What follows belongs to an exercise in optimizing a design on an open flow for small area; a production flow would make more cautious choices.
The RTL was checked by simulation tests, not by an equivalence proof against the original design.
Power is estimated from default activity; no workload was simulated. The flow treats the clock pin as an ideal source, which a real chip does not have.

==> flow/design.v (excerpt) <==
module reg_file_mp #(
   parameter int XLEN     = 32,
   parameter int DEPTH    = 32,
   parameter int NRD      = 2,
   parameter bit BYPASS   = 1'b1,
   parameter bit ZERO_REG = 1'b1,
   parameter int AW       = $clog2(DEPTH)
) (
   input  logic                 clk,
   input  logic                 rst,
   input  logic [NRD*AW-1:0]    rd_addr,
   output logic [NRD*XLEN-1:0]  rd_data,
   output logic [NRD-1:0]       rd_pend,
   input  logic                 wr_en,
   input  logic [AW-1:0]        wr_addr,
   input  logic [XLEN-1:0]      wr_data,
   input  logic                 iss_en,
   input  logic [AW-1:0]        iss_addr,
   input  logic                 clr_req,
   output logic                 clr_busy
);
   logic                       busy;
   logic                       tail;      
   logic [AW-1:0]              idx;       
   logic [DEPTH-1:0][XLEN-1:0] data;
   logic [DEPTH-1:0]           valid;
   logic [DEPTH-1:0]           pend;
   logic [DEPTH-1:0]           we;
   logic [DEPTH-1:0]           ie;
   logic [DEPTH-1:0]           ce;        
   logic [DEPTH-1:0]           vc;        
   logic                       wr_legal;
   assign clr_busy = busy;
   always_ff @(posedge clk or posedge rst) begin
      if (rst) begin
         busy <= 1'b0;
         tail <= 1'b0;
         idx  <= '0;
      end else begin
         tail <= busy && (idx == AW'(DEPTH - 1));
         if (busy) begin
            idx <= idx + 1'b1;
            if (idx == AW'(DEPTH - 1))
               busy <= 1'b0;
         end else if (clr_req) begin
            busy <= 1'b1;
         end
      end
   end
   assign wr_legal = wr_en && !busy && !(ZERO_REG && wr_addr == '0);
   always_comb begin
      for (int r = 0; r < DEPTH; r++) begin
         we[r] = !busy && wr_en  && (wr_addr  == AW'(r)) && !(ZERO_REG && r == 0);
         ie[r] = !busy && iss_en && (iss_addr == AW'(r)) && !(ZERO_REG && r == 0);
  ...
For scale: roughly 2400 cells after synthesis, roughly 120 I/O pins, about 0.043 mm^2 of cells after synthesis.
clock: 5.0 ns
lec_check: 0
cap_margin: 20
core_margin: 2
core_utilization: 55
cts_buf_list: sky130_fd_sc_hd__clkbuf_16
cts_cluster_diameter: 100
cts_cluster_size: 30
slew_margin: 20
synth_hierarchical: 1
synth_minimum_keep_size: 0
run.sh (not shown) runs the stock make flow with config.mk's settings and CLKGATE_MAP_FILE= SYNTH_SCRIPT=/design/flow/synth_recipe.tcl, a recipe that flattens the netlist after the stock synthesis.
The starting point finished but fails on negative setup slack.
Next try:
==> flow/flow/run.sh (new file) <==
#!/bin/bash
# The standard layout, with two changes:
# - the port buffers are made from the smallest buffer
#   (sky130_fd_sc_hd__buf_1) instead of the cell buffer_ports picks by itself;
#   timing repair still resizes any port buffer that needs more drive;
# - clock tree synthesis inserts no dummy loads (same clustering as the
#   CTS_* settings in config.mk).
set -euo pipefail
bash standard.sh \
   "BUFFER_PORTS_ARGS=-buffer_cell sky130_fd_sc_hd__buf_1" \
   "CTS_ARGS=-sink_clustering_enable -repair_clock_nets -sink_clustering_size 30 -sink_clustering_max_diameter 100 -buf_list sky130_fd_sc_hd__clkbuf_16 -dont_use_dummy_load" \
   finish > standard.log 2>&1
==> flow/standard.sh (new file) <==
#!/bin/bash
# synth_recipe.tcl (not shown) runs the flow's synth.tcl, then flattens the netlist and writes it again
# the make line also repeats each setting of config.mk as NAME=value (left out here)
make -C /OpenROAD-flow-scripts/flow DESIGN_CONFIG=/design/flow/config.mk WORK_HOME=/design/flow/orfs CLKGATE_MAP_FILE= SYNTH_SCRIPT=/design/flow/synth_recipe.tcl "${@:-finish}"
--- a/flow/config.mk
+++ b/flow/config.mk
@@ -8,0 +9,2 @@
+export CELL_PAD_IN_SITES_DETAIL_PLACEMENT = 1
+export CELL_PAD_IN_SITES_GLOBAL_PLACEMENT = 1
removed: flow/run.sh
The new run finished with timing, DRC and antenna clean. Worst hold slack gets worse by 0.0058 ns. Sequential share of layout area goes up by 1.4 points. Global-route usage is higher by 2.1 points. Synthesized area stays the same. Non-clock buffer count goes up by 3. Combinational power went down by about 9%. Power decreases by 1.3%. Design area is lower by 2.0%. Utilization went down by 1.2 points.

static timing again, ports no longer ideal:
In the flow no input, the clock included, has a driving cell. The finished layouts below were timed again as built, in two steps. Step 1 assumes that a clkbuf_16 drives the clock port and a buf_2 every other input. Step 2 adds t to the input delays and takes it off the output delays; t is the mean of the earliest and latest rising clock arrival at the registers after step 1. Input paths then give back, and output paths get back, about the clock's delay inside the block. Slacks: ideal / step 1 / step 2; pairs: ideal / step 1.
| run | t, ns | slack for setup (ns) | worst slew at a driven data input, ns |
|---|---|---|---|
| the first run | 0.717 | -0.069 / -0.143 / 0.574 | 0.16 |
| the second run | 0.679 | 0.329 / 0.256 / 0.936 | 0.12 |
